Background: an optimization exercise with open tools, aiming at small area, a short achievable clock period and few clock cycles. Do not read the settings as production practice. Only simulation tests tie the RTL to the original design; equivalence was not proved. Power is estimated from default activity; no workload was simulated.

$ cat design.v
package cihp_pkg;
   localparam logic [1:0] KIND_HEAD    = 2'd0;
   localparam logic [1:0] KIND_PAYLOAD = 2'd1;
   localparam logic [1:0] KIND_ERROR   = 2'd2;
   localparam logic [1:0] ERR_BAD_INFO   = 2'd0;
   localparam logic [1:0] ERR_HEAD_TRUNC = 2'd1;
   localparam logic [1:0] ERR_PAY_TRUNC  = 2'd2;
   localparam logic [1:0] PH_IDLE    = 2'd0;
   localparam logic [1:0] PH_EXT     = 2'd1;
   localparam logic [1:0] PH_PAYLOAD = 2'd2;
   localparam logic [1:0] PH_DROP    = 2'd3;
   localparam int VALUE_W = 64;
   localparam int BYTE_W  = 8;
   localparam int MAJOR_W = 3;
   localparam int INFO_W  = 5;
   localparam logic [MAJOR_W-1:0] MAJ_BYTES = 3'd2;
   localparam logic [MAJOR_W-1:0] MAJ_TEXT  = 3'd3;
endpackage
module cihp_front (
   input  logic                         clock,
   input  logic                         reset,
   input  logic                         in_valid,
   input  logic [cihp_pkg::BYTE_W-1:0]  byte_in,
   input  logic                         final_byte,
   input  logic                         res_free,    
   input  logic                         res_pend,    
   output logic                         step,        
   output logic                         res_new,     
   output logic [1:0]                   res_kind,
   output logic [1:0]                   res_ecode,
   output logic                         res_done,
   output logic                         res_two,
   output logic [cihp_pkg::MAJOR_W-1:0] major,       
   output logic [cihp_pkg::VALUE_W-1:0] value
);
   logic [1:0]                     phase_ff, phase_in;
   logic [cihp_pkg::MAJOR_W-1:0]   major_ff, major_in;
   logic [cihp_pkg::VALUE_W-1:0]   xn_ff;
   logic [cihp_pkg::VALUE_W-1:0]   x, x_in;
   logic [cihp_pkg::INFO_W-1:0]    info;
   logic                           info_imm, info_ext;
   logic [cihp_pkg::VALUE_W-1:0]   shifted;
   logic [cihp_pkg::VALUE_W-1:0]   marker;
   logic                           need_pay;
   logic                           ext_last;
   logic                           pay_last;
   logic                           str_major;
   localparam int GRP_W = 16;
   localparam int N_GRP = cihp_pkg::VALUE_W / GRP_W;
   logic [N_GRP-2:0]               gz_ff, gz_in;    
   logic [N_GRP-1:0]               borrow;          
   logic [cihp_pkg::VALUE_W-1:0]   dec;             
   logic                           low_zero;
   assign x     = ~xn_ff;
   assign value = x;
   assign major = major_ff;
   always_comb begin
      info      = byte_in[cihp_pkg::INFO_W-1:0];
      info_imm  = (info < 5'd24);
      info_ext  = !info_imm && (info <= 5'd27);
      shifted   = {x[cihp_pkg::VALUE_W-cihp_pkg::BYTE_W-1:0], byte_in};
      marker     = '0;
      marker[56] = (info[1:0] == 2'd0);
      marker[48] = (info[1:0] == 2'd1);
      marker[32] = (info[1:0] == 2'd2);
      marker[0]  = (info[1:0] == 2'd3);
      ext_last  = x[cihp_pkg::VALUE_W-cihp_pkg::BYTE_W];
      pay_last  = (x[GRP_W-1:0] == GRP_W'(1)) && (&gz_ff[N_GRP-2:1])
                  && (x[cihp_pkg::VALUE_W-1:cihp_pkg::VALUE_W-GRP_W] == '0);
      borrow[0] = 1'b1;
      for (int k = 1; k < N_GRP; k++) begin
         borrow[k] = borrow[k-1] && gz_ff[k-1];
      end
      for (int i = 0; i < cihp_pkg::VALUE_W; i++) begin
         low_zero = borrow[i / GRP_W]
                    && !(|(x[(i / GRP_W) * GRP_W +: GRP_W] & GRP_W'((1 << (i % GRP_W)) - 1)));
         dec[i] = x[i] ^ low_zero;
      end
      gz_in = gz_ff;
      case (phase_ff)
         cihp_pkg::PH_IDLE: begin
            gz_in[0] = info_imm ? (info == '0) : (info[1:0] != 2'd3);
            gz_in[1] = 1'b1;
            gz_in[2] = info_imm || (info[1:0] != 2'd2);
         end
         cihp_pkg::PH_PAYLOAD: begin
            for (int k = 0; k < N_GRP - 1; k++) begin
               gz_in[k] = borrow[k] ? (x[k*GRP_W +: GRP_W] == GRP_W'(1)) : gz_ff[k];
            end
         end
         default: begin
            gz_in[0] = (x[7:0] == '0) && (byte_in == '0);
            for (int k = 1; k < N_GRP - 1; k++) begin
               gz_in[k] = (x[k*GRP_W-cihp_pkg::BYTE_W +: GRP_W] == '0);
            end
         end
      endcase
      phase_in    = phase_ff;
      major_in    = major_ff;
      x_in        = shifted;    
      res_new     = 1'b0;
      res_kind    = cihp_pkg::KIND_HEAD;
      res_ecode   = cihp_pkg::ERR_BAD_INFO;
      res_done    = 1'b0;
      res_two     = 1'b0;
      str_major   = (major_ff == cihp_pkg::MAJ_BYTES) || (major_ff == cihp_pkg::MAJ_TEXT);
      need_pay    = 1'b0;
      case (phase_ff)
         cihp_pkg::PH_IDLE: begin
            major_in    = byte_in[cihp_pkg::BYTE_W-1:cihp_pkg::INFO_W];
            str_major   = (major_in == cihp_pkg::MAJ_BYTES) || (major_in == cihp_pkg::MAJ_TEXT);
            x_in        = info_imm ? cihp_pkg::VALUE_W'(info) : marker;
            if (info_imm) begin
               need_pay = str_major && (info != '0);
               res_new  = 1'b1;
               res_done = !need_pay;
               res_two  = need_pay && final_byte;
               phase_in = (need_pay && !final_byte) ? cihp_pkg::PH_PAYLOAD : cihp_pkg::PH_IDLE;
            end else if (info_ext) begin
               res_new   = final_byte;
               res_kind  = cihp_pkg::KIND_ERROR;
               res_ecode = cihp_pkg::ERR_HEAD_TRUNC;
               phase_in  = final_byte ? cihp_pkg::PH_IDLE : cihp_pkg::PH_EXT;
            end else begin
               res_new   = 1'b1;
               res_kind  = cihp_pkg::KIND_ERROR;
               res_ecode = cihp_pkg::ERR_BAD_INFO;
               phase_in  = final_byte ? cihp_pkg::PH_IDLE : cihp_pkg::PH_DROP;
            end
         end
         cihp_pkg::PH_EXT: begin
            if (ext_last) begin
               need_pay = str_major && !((&gz_ff) && (x[55:48] == '0) && (byte_in == '0));
               res_new  = 1'b1;
               res_done = !need_pay;
               res_two  = need_pay && final_byte;
               phase_in = (need_pay && !final_byte) ? cihp_pkg::PH_PAYLOAD : cihp_pkg::PH_IDLE;
            end else begin
               res_new   = final_byte;
               res_kind  = cihp_pkg::KIND_ERROR;
               res_ecode = cihp_pkg::ERR_HEAD_TRUNC;
               phase_in  = final_byte ? cihp_pkg::PH_IDLE : cihp_pkg::PH_EXT;
            end
         end
         cihp_pkg::PH_PAYLOAD: begin
            x_in     = dec;
            res_new  = 1'b1;
            res_kind = cihp_pkg::KIND_PAYLOAD;
            res_done = pay_last;
            res_two  = !pay_last && final_byte;
            phase_in = (pay_last || final_byte) ? cihp_pkg::PH_IDLE : cihp_pkg::PH_PAYLOAD;
         end
         default: begin
            phase_in = final_byte ? cihp_pkg::PH_IDLE : cihp_pkg::PH_DROP;
         end
      endcase
      step = in_valid && res_free && !res_pend;
   end
   always_ff @(posedge clock) begin
      if (reset) begin
         phase_ff <= cihp_pkg::PH_IDLE;
      end else if (step) begin
         phase_ff <= phase_in;
      end
   end
   always_ff @(posedge clock) begin
      if (step) begin
         major_ff <= major_in;
         xn_ff    <= ~x_in;
         gz_ff    <= gz_in;
      end
   end
endmodule
module cihp_back (
   input  logic                           clock,
   input  logic                           reset,
   input  logic                           step,
   input  logic                           res_new,
   input  logic [1:0]                     res_kind,
   input  logic [1:0]                     res_ecode,
   input  logic                           res_done,
   input  logic                           res_two,
   input  logic [cihp_pkg::MAJOR_W-1:0]   major,
   input  logic [cihp_pkg::BYTE_W-1:0]    res_byte,
   input  logic [cihp_pkg::VALUE_W-1:0]   value,
   output logic                           res_free,
   output logic                           res_pend,
   output logic                           rsp_empty,
   input  logic                           rsp_pop,
   output logic [1:0]                     rsp_kind,
   output logic [cihp_pkg::MAJOR_W-1:0]   rsp_major_type,
   output logic [cihp_pkg::VALUE_W-1:0]   rsp_head_value,
   output logic [cihp_pkg::BYTE_W-1:0]    rsp_payload_byte,
   output logic [1:0]                     rsp_error_code,
   output logic                           rsp_item_done,
   output logic                           rsp_run_end
);
   logic                         valid_ff, pend_ff;
   logic                         nhead_ff;            
   logic [1:0]                   kind_ff;
   logic [1:0]                   ecode_ff;
   logic                         done_ff;
   logic [cihp_pkg::BYTE_W-1:0]  pbyte_ff;
   assign res_free = !valid_ff || rsp_pop;
   assign res_pend = pend_ff;
   always_ff @(posedge clock) begin
      if (reset) begin
         valid_ff <= 1'b0;
         pend_ff  <= 1'b0;
      end else if (res_free) begin
         if (pend_ff) begin
            valid_ff <= 1'b1;
            pend_ff  <= 1'b0;
         end else begin
            valid_ff <= step && res_new;
            pend_ff  <= step && res_new && res_two;
         end
      end
   end
   always_ff @(posedge clock) begin
      if (res_free) begin
         if (pend_ff) begin
            nhead_ff <= 1'b1;
            kind_ff  <= cihp_pkg::KIND_ERROR;
            ecode_ff <= cihp_pkg::ERR_PAY_TRUNC;
            done_ff  <= 1'b0;
            pbyte_ff <= '0;
         end else begin
            nhead_ff <= (res_kind != cihp_pkg::KIND_HEAD);
            kind_ff  <= res_kind;
            ecode_ff <= res_ecode;
            done_ff  <= res_done;
            pbyte_ff <= (res_kind == cihp_pkg::KIND_PAYLOAD) ? res_byte : '0;
         end
      end
   end
   assign rsp_empty        = !valid_ff;
   assign rsp_kind         = kind_ff;
   assign rsp_major_type   = major;
   assign rsp_head_value   = nhead_ff ? '0 : value;
   assign rsp_payload_byte = pbyte_ff;
   assign rsp_error_code   = ecode_ff;
   assign rsp_item_done    = done_ff;
   assign rsp_run_end      = !pend_ff;
endmodule
module cbor_item_head_parser_top (
   input  logic                           clock,
   input  logic                           reset,
   input  logic                           req_push,
   output logic                           req_full,
   input  logic [cihp_pkg::BYTE_W-1:0]    req_byte_in,
   input  logic                           req_final_byte,
   output logic                           rsp_empty,
   input  logic                           rsp_pop,
   output logic [1:0]                     rsp_kind,
   output logic [cihp_pkg::MAJOR_W-1:0]   rsp_major_type,
   output logic [cihp_pkg::VALUE_W-1:0]   rsp_head_value,
   output logic [cihp_pkg::BYTE_W-1:0]    rsp_payload_byte,
   output logic [1:0]                     rsp_error_code,
   output logic                           rsp_item_done,
   output logic                           rsp_run_end
);
   logic                         step;
   logic                         res_free, res_pend, res_new, res_done, res_two;
   logic [1:0]                   res_kind, res_ecode;
   logic [cihp_pkg::MAJOR_W-1:0] major;
   logic [cihp_pkg::VALUE_W-1:0] value;
   assign req_full = res_pend || !res_free;
   cihp_front u_front (
      .clock      (clock),
      .reset      (reset),
      .in_valid   (req_push),
      .byte_in    (req_byte_in),
      .final_byte (req_final_byte),
      .res_free   (res_free),
      .res_pend   (res_pend),
      .step       (step),
      .res_new    (res_new),
      .res_kind   (res_kind),
      .res_ecode  (res_ecode),
      .res_done   (res_done),
      .res_two    (res_two),
      .major      (major),
      .value      (value)
   );
   cihp_back u_back (
      .clock            (clock),
      .reset            (reset),
      .step             (step),
      .res_new          (res_new),
      .res_kind         (res_kind),
      .res_ecode        (res_ecode),
      .res_done         (res_done),
      .res_two          (res_two),
      .major            (major),
      .res_byte         (req_byte_in),
      .value            (value),
      .res_free         (res_free),
      .res_pend         (res_pend),
      .rsp_empty        (rsp_empty),
      .rsp_pop          (rsp_pop),
      .rsp_kind         (rsp_kind),
      .rsp_major_type   (rsp_major_type),
      .rsp_head_value   (rsp_head_value),
      .rsp_payload_byte (rsp_payload_byte),
      .rsp_error_code   (rsp_error_code),
      .rsp_item_done    (rsp_item_done),
      .rsp_run_end      (rsp_run_end)
   );
endmodule
$ cat flow/run.sh
#!/bin/bash
# The standard layout, with plain buf_1 cells as the port buffers instead of
# the default delay cells. Each tool's output is kept in flow_standard.log.
set -euo pipefail
bash standard.sh BUFFER_PORTS_ARGS="-buffer_cell sky130_fd_sc_hd__buf_1" finish > flow_standard.log 2>&1
$ cat standard.sh
#!/bin/bash
# synth_recipe.tcl (not shown) runs the flow's synth.tcl, then flattens the netlist and writes it again
# the make line also repeats each setting of config.mk as NAME=value (left out here)
make -C /OpenROAD-flow-scripts/flow DESIGN_CONFIG=/design/flow/config.mk WORK_HOME=/design/flow/orfs CLKGATE_MAP_FILE= SYNTH_SCRIPT=/design/flow/synth_recipe.tcl "${@:-finish}"
$ cat config.mk
export PLATFORM = sky130hd
export DESIGN_NAME = cbor_item_head_parser_top
export DESIGN_NICKNAME = cbor_item_head_parser_top
export VERILOG_FILES = /design/flow/design.v
export SDC_FILE = /design/flow/constraint.sdc
export NUM_CORES = 4
export LEC_CHECK = 0
export CAP_MARGIN = 20
export CORE_MARGIN = 2
export CORE_UTILIZATION = 60
export CTS_BUF_LIST = sky130_fd_sc_hd__clkbuf_8
export PLACE_DENSITY = 0.75
export SETUP_SLACK_MARGIN = 1.82
export SLEW_MARGIN = 20
$ cat constraint.sdc
create_clock -name core_clock -period 4.0 [get_ports {clock}]
set_input_delay 0.8000 -clock core_clock [delete_from_list [all_inputs] [get_ports {clock}]]
set_output_delay 0.8000 -clock core_clock [all_outputs]
set_load 0.01 [all_outputs]
==> results.cfg, run 1 <==
[yosys]
netlist_instances = 521
number_of_flops_mapped_to_enable_cells_by_yosys = 84
post-synth-top-area-fraction = 0.486
postSynth.asyncResetShare = 0
synth_top_area_cell = edfxtp_1
synthesis.area_per_instance_um2 = 9.95
post_synth_main_area_contributors = edfxtp_1, a2bb2oi_1, nor2_1, xor2_1, xnor2_1
yosysSeqAreaShare = 0.502
synth.ff_latch_count = 88
yosys_most_used_dff = edfxtp_1
postSynthNetCount = 542
syn_area_um2 = 5180
yosysUniqueCellTypes = 48
synth.yosys.warnings = 2

[final_layout]
areaGrowthSynthToFinish_pct = 14.6
layout.nets = 624
leading_cell_types_in_the_layout_fill_and_taps_excluded = nor2_1, edfxtp_1, buf_1
register_area_um2 = 2600
num-fill-cells = 664
drive_gt1_frac = 0.164
final_common_cell = nor2_1
antenna_cells = 0
multi_input_comb_area_um2 = 2420

[global_routing]
grt_pass1_vias = 3988
grt_start_max_net_pins = 65
grt_pass1_wl_um = 20500
grt_util_all_layers = 0.267
antenna_found_initial = 0
overflow = 0

[clocking]
clk_pin_slew_worst_paths_ns = 0.09
tritoncts = yes
cts.root.buffer_cell = clkbuf_8
clock_sinks = 88
h-tree-depth = 3
cts_inserted_buffers = 9
cts_max_path_buffers = 2
clock_insertion_delay_worst_skew_ns = 0.36

[worst_setup_path]
cp.buffers_inverters = 3
crit_required_ns = 3.20
path_max_fanout = 16
crit-reg2reg-launch = u_front.phase_ff[1]$_SDFFE_PP0P_
cp_top_family = buffers and inverters
critical_path.startpoint_type = flip-flop
worst_setup_path_startpoint = u_back.nhead_ff$_SDFFCE_PP1N_
reg2reg_slack_ns = 1.97
crit_reg_reg_endpoint = u_front.gz_ff[2]$_DFFE_PP_
critical_path.endpoint_type = primary output
crit_path_class = flip-flop to primary output
critPathSlowestCell = edfxtp_1
worst_ep_arrival_time_ns = 1.38
worstPathCellList = buf_6 -> buf_12 -> nor2_1 -> clkbuf_2
slowest_delay_ns = 0.38
rr_worst_depth = 6

[floorplanning]
die_area_um2 = 9400
row_count = 33
num_io_pins = 96
fp.dieH_um = 97.0
core_area_um2 = 8300
die_width_um = 97.0
starting_density = 0.625

[timing]
final_hold_viol_count = 0
fin_setup_tns_ns = 0
maxSlewViolCount = 0
max_slew.worst_pin.slew_ns = 0.779
clock-skew-final_ns = 0.00660
max_clock_freq_mhz = 458
min_period_over_period = 0.546
finalSetupViolCount = 0
whs_ns = 0.616
finalCriticalPeriod_ns = 2.18
worst_slew_margin_rel = 0.478
grt_setup_unrepaired = true

[place]
place_hpwl_um = 8490
place_congestion = 0.842
port_buffer_cells = 95

[route]
avgViaCountPerCell = 6.22
detail_route.wl_per_cell_um = 18.9
postRouteWirelength_um = 13500
number_of_drc_markers_after_the_initial_detailed_route_iteration = 335
dr_total_vias = 4434
ant_nets = 0
drc = 0
detail_route.first_pass.iterations = 7

[worst_hold_path]
timing.hold.worst_endpoint = u_back.ecode_ff[1]$_SDFFCE_PP1N_
worst_hold_path_type = flip-flop to flip-flop
min_path_cells = 0
timing.hold.worst.start = u_back.pend_ff$_SDFFE_PP0N_

[power_and_ir_drop]
power.density_cell_area_nw_per_um2 = 327
worst_ir_drop_vdd_uv = 212
leakage_nw = 2.21

[run]
drv_cap = 0

[status]
outcome = complete, no violations
-- worst max-delay path by stage --
| stage | to | slack (ns) | depth (start not counted) |
|---|---|---|---|
| detailed placement | u_front.xn_ff[37]$_DFFE_PP_ | 1.32 | 6 |
| global route | rsp_head_value[43] | 1.77 | 4 |
| finish | rsp_head_value[17] | 1.82 | 4 |
| CTS | rsp_head_value[37] | 1.77 | 3 |
| floorplan | u_front.phase_ff[1]$_SDFFE_PP0P_ | 1.48 | 6 |
| global placement | u_front.xn_ff[54]$_DFFE_PP_ | 1.34 | 6 |
-- cells by family after synthesis --
kind of cell,after synthesis,share of synthesized area
simple gates,214,0.200
buf+inv,53,0.0417
flops,88,0.502
compound gates,109,0.154
fa+ha+maj,8,0.0193
xor+xnor,49,0.0828
-- timing repair --
action / in CTS / in global routing
resized for setup: 3 / 89
buffers inserted: 0 / 1
hold buffers: 0 / 0
cloned: 1 / 3
hold endpoints to repair: 0 / 0
setup endpoints to repair: 100 / 57
pin swaps: 0 / 0
-- metrics by stage --
| step | setup slack (ns) | utilization | total power, mW | instances | instance area [µm²] |
|---|---|---|---|---|---|
| after floorplan | 1.48 | - | 1.30 | 521 | 5210 |
| after global placement | 1.34 | 0.675 | 1.37 | 692 | 5600 |
| after detailed placement | 1.32 | 0.675 | 1.38 | 692 | 5600 |
| after CTS | 1.77 | 0.696 | 1.91 | 709 | 5780 |
| after global routing | 1.77 | 0.716 | 2.02 | 713 | 5940 |
| final | 1.82 | 0.716 | 1.94 | 713 | 5940 |
-- registers in the layout (all words and copies together) (netlist names) --
name and count:
u_front.xn_ff 64, u_back.pbyte_ff 8, u_front.gz_ff 3, u_front.major_ff 3
u_back.ecode_ff 2, u_back.kind_ff 2, u_front.phase_ff 2, u_back.done_ff 1
u_back.nhead_ff 1, u_back.pend_ff 1, u_back.valid_ff 1
-- report_power, final --
group,leakage [nW],switching [mW],internal [mW]
Combinational,1.43,0.207,0.122
Sequential,0.701,0.0297,1.05
Clock,0.0838,0.319,0.219
-- area by class of cell --
| cell class | instances | area share |
|---|---|---|
| tap | 105 | 0.0221 |
| clock buffer | 9 | 0.0209 |
| sequential | 88 | 0.438 |
| timing repair inverter | 1 | 0.000842 |
| multi-input combinational | 380 | 0.407 |
| clock inverter | 7 | 0.00653 |
| timing repair buffer | 105 | 0.0922 |
| inverter | 18 | 0.0120 |
-- per-layer routing --
| metal | global-route usage | vias to the layer above | part of all wire |
|---|---|---|---|
| met4 | 0.0813 | 0 | 0.013 |
| met1 | 0.387 | 2133 | 0.42 |
| met2 | 0.421 | 222 | 0.49 |
| met5 | 0 | - | 0 |
| met3 | 0.0354 | 16 | 0.076 |
| li1 | - | 2063 | - |
-- cells in the mapped netlist (2+ instances only) --
cell and number:
xor2_1 26, dfxtp_1 4, o21a_1 6, xnor2_1 23
o31ai_1 2, or4_4 2, buf_1 2, clkbuf_1 28
nand3_1 27, nor2b_1 3, buf_4 2, nand2_1 28
ha_1 8, inv_1 16, inv_2 2, nor2_4 4
nand4_1 15, nor3_2 2, o22a_1 2, a21oi_1 22
buf_2 2, a221oi_1 2, a2bb2oi_1 45, nand2b_1 3
nor3_1 10, and2_1 2, edfxtp_1 84, nor4_1 2
and3_1 14, a22oi_1 8, nor2_1 95, o21ai_0 14
Testbench counts, summed over its fixed seeds: cycles 24,277.
==> inputs of run 2 (changes only) <==
--- a/config.mk
+++ b/config.mk
@@ -10,5 +10,5 @@
 export CORE_UTILIZATION = 60
 export CTS_BUF_LIST = sky130_fd_sc_hd__clkbuf_8
 export PLACE_DENSITY = 0.75
-export SETUP_SLACK_MARGIN = 1.82
+export SETUP_SLACK_MARGIN = 1.75
 export SLEW_MARGIN = 20
==> run 2 against run 1 <==
Total power is 1.8% lower. Critical path type unchanged. Largest power group unchanged. Non-clock buffer count fell by 4. Routed wire length shrank 7.0%.
==> results.cfg, run 2 <==
[status]
outcome = complete, no violations

[final_layout]
areaGrowthSynthToFinish_pct = 11.7
largestRegisters = u_front.xn_ff: 64 flops, u_back.pbyte_ff: 8 flops
layout.nets = 620
largest_register_ffs = 64
antenna_cells = 0
registers.top_by_ff_count = u_front.xn_ff
leading_cell_types_in_the_layout_fill_and_taps_excluded = buf_1, nor2_1, edfxtp_1
drive_gt1_frac = 0.0728
final_common_cell = buf_1
num-fill-cells = 674

[route]
ant_nets = 0
detail_route.wl_per_cell_um = 17.7
avgViaCountPerCell = 6.06
dr_total_vias = 4300
drc = 0
postRouteWirelength_um = 12500
number_of_drc_markers_after_the_initial_detailed_route_iteration = 304
detail_route.first_pass.iterations = 4

[run]
drv_cap = 0

[timing]
whs_ns = 0.616
finalCriticalPeriod_ns = 2.18
finalSetupViolCount = 0
clock-skew-final_ns = 0.00708
maxSlewViolCount = 0
max_clock_freq_mhz = 458
max_slew.worst_pin.slew_ns = 0.762
min_period_over_period = 0.546
worst_slew_margin_rel = 0.489
grt_setup_unrepaired = false
fin_setup_tns_ns = 0
final_hold_viol_count = 0

[yosys]
post_synth_most_frequent_cells = nor2_1, edfxtp_1, a2bb2oi_1, clkbuf_1, nand2_1
post_synth_main_area_contributors = edfxtp_1, a2bb2oi_1, nor2_1, xor2_1, xnor2_1
number_of_flops_mapped_to_enable_cells_by_yosys = 84
postSynth.asyncResetShare = 0
netlist_instances = 521
synth.yosys.warnings = 2
yosysUniqueCellTypes = 48
yosys_most_used_dff = edfxtp_1
postSynthNetCount = 542
post-synth-top-area-fraction = 0.486
synth.ff_latch_count = 88
synth_most_common_cell = nor2_1
syn_area_um2 = 5180
synthesis.area_per_instance_um2 = 9.95
yosysSeqAreaShare = 0.502
synth_top_area_cell = edfxtp_1

[worst_setup_path]
crit_required_ns = 3.20
reg2reg_slack_ns = 1.98
path_max_fanout = 64
worst_ep_arrival_time_ns = 1.38
critical_path.startpoint_type = flip-flop
critical_path.endpoint_type = primary output
crit_path_class = flip-flop to primary output

[clocking]
clock_sinks = 88
clk_pin_slew_worst_paths_ns = 0.09
tritoncts = yes
cts_inserted_buffers = 9
cts_max_path_buffers = 2
clock_insertion_delay_worst_skew_ns = 0.36
cts_setup_buffers = 0
h-tree-depth = 3
cts.root.buffer_cell = clkbuf_8
ctsHoldBuffers = 0

[place]
port_buffer_cells = 95
place_congestion = 0.842
place_hpwl_um = 8490

[floorplanning]
row_count = 33
starting_density = 0.625
die_width_um = 97.0
core_area_um2 = 8300
die_area_um2 = 9400
fp.dieH_um = 97.0
num_io_pins = 96

[power_and_ir_drop]
power.density_cell_area_nw_per_um2 = 329
worst_ir_drop_vdd_uv = 212
leakage_nw = 1.98

[global_routing]
grt_util_all_layers = 0.267
antenna_found_initial = 0
grt_start_max_net_pins = 65
grt_pass1_wl_um = 20500
grt_pass1_vias = 3988
overflow = 0

[worst_hold_path]
worst_hold_path_type = flip-flop to flip-flop
## run 2: changes by cell type in the layout (fill, tap and decap cells not counted)
cell / delta
buf_2: -32
nor2_1: +3
clkbuf_2: -17
nor3_2: +1
clkbuf_16: -2
buf_1: +49
nor3_4: -1
buf_6: -2
nor2_2: -3
## run 2: power by group
part	leakage, nW	internal (mW)	switching (mW)
registers	0.701	1.05	0.0300
clock network	0.0838	0.219	0.321
logic	1.19	0.101	0.189
total	1.98	1.37	0.540
## run 2: layout make-up
class	instances	area, µm²	area share
sequential	88	2600	0.449
multi-input combinational	380	2400	0.415
timing repair buffer	101	414	0.0715
tap	105	131	0.0227
clock buffer	9	124	0.0214
inverter	18	71.3	0.0123
clock inverter	7	38.8	0.00670
timing repair inverter	1	5.00	0.000864
## run 2: metrics by stage
stage,cells,area [µm²],setup slack (ns),power (mW),utilization
2_1_floorplan,521,5210,1.48,1.30,-
5_1_grt,709,5790,1.76,1.98,0.698
3_5_place_dp,692,5600,1.32,1.38,0.675
6_report,709,5790,1.82,1.91,0.698
4_1_cts,709,5780,1.76,1.90,0.696
3_3_place_gp,692,5600,1.34,1.37,0.675
## run 2: critical path: stages (launching register included)
cell and delay, ns:
edfxtp_1 0.42, buf_12 0.21, nor2_2 0.18, buf_1 0.18
## run 2: cell families after synthesis
| logic type | synth area share |
|---|---|
| AO/OA/AOI/OAI | 0.154 |
| AND/OR/NAND/NOR | 0.200 |
| buffers and inverters | 0.0417 |
| adder cells (fa/ha/maj) | 0.0193 |
| XOR/XNOR | 0.0828 |
| flip-flops | 0.502 |
## run 2: what timing repair did
item	4_1_cts	5_1_grt
setup endpoints to repair	99	16
resized for setup	2	5
endpoints found under the hold margin	0	0
cloned	1	0
## run 2: final timing paths
kind | depth (start not counted) | from | to
hold reg to reg | 0 | u_back.pend_ff$_SDFFE_PP0N_ | u_back.ecode_ff[1]$_SDFFCE_PP1N_
setup reg to reg | 6 | u_front.phase_ff[1]$_SDFFE_PP0P_ | u_front.gz_ff[2]$_DFFE_PP_
hold / removal | 0 | u_back.pend_ff$_SDFFE_PP0N_ | u_back.ecode_ff[1]$_SDFFCE_PP1N_
setup / recovery | 3 | u_back.nhead_ff$_SDFFCE_PP1N_ | rsp_head_value[37]
## run 2: routing by layer
metal | track usage | part of all wire | vias up
li1 | - | - | 2059
met5 | 0 | 0 | -
met4 | 0.0813 | 0.016 | 0
met3 | 0.0354 | 0.060 | 20
met2 | 0.421 | 0.48 | 159
met1 | 0.386 | 0.45 | 2062

[static timing again, ports no longer ideal]
In the flow no input, the clock included, has a driving cell. The finished layouts below were timed again as built, in two steps.
Step 1 sets driving cells, clkbuf_16 on the clock port and buf_2 on the other inputs (assumed; they add their load-dependent delay and slew).
Step 2 adds t to the input delays and takes it off the output delays; t is the mean of the earliest and latest rising clock arrival at the registers after step 1. Input paths then give back, and output paths get back, about the clock's delay inside the block.
Three values: no drivers, after step 1, after step 2; two values: the first two.
| run | t (ns) | setup slack, ns | latest minus earliest clock arrival (ns) | worst data-port slew with drivers (ns) | cell pins on the clock port's net |
|---|---|---|---|---|---|
| run 1 | 0.390 | 1.815 / 1.781 / 1.588 | 0.006 / 0.007 | 0.03 | 1 |
| run 2 | 0.386 | 1.816 / 1.783 / 1.581 | 0.008 / 0.008 | 0.03 | 1 |
After both steps setup and hold are still met in every run listed. For run 2, which loses most, drivers alone change the setup slack by -0.033 ns; drivers and shift together by -0.235 ns.
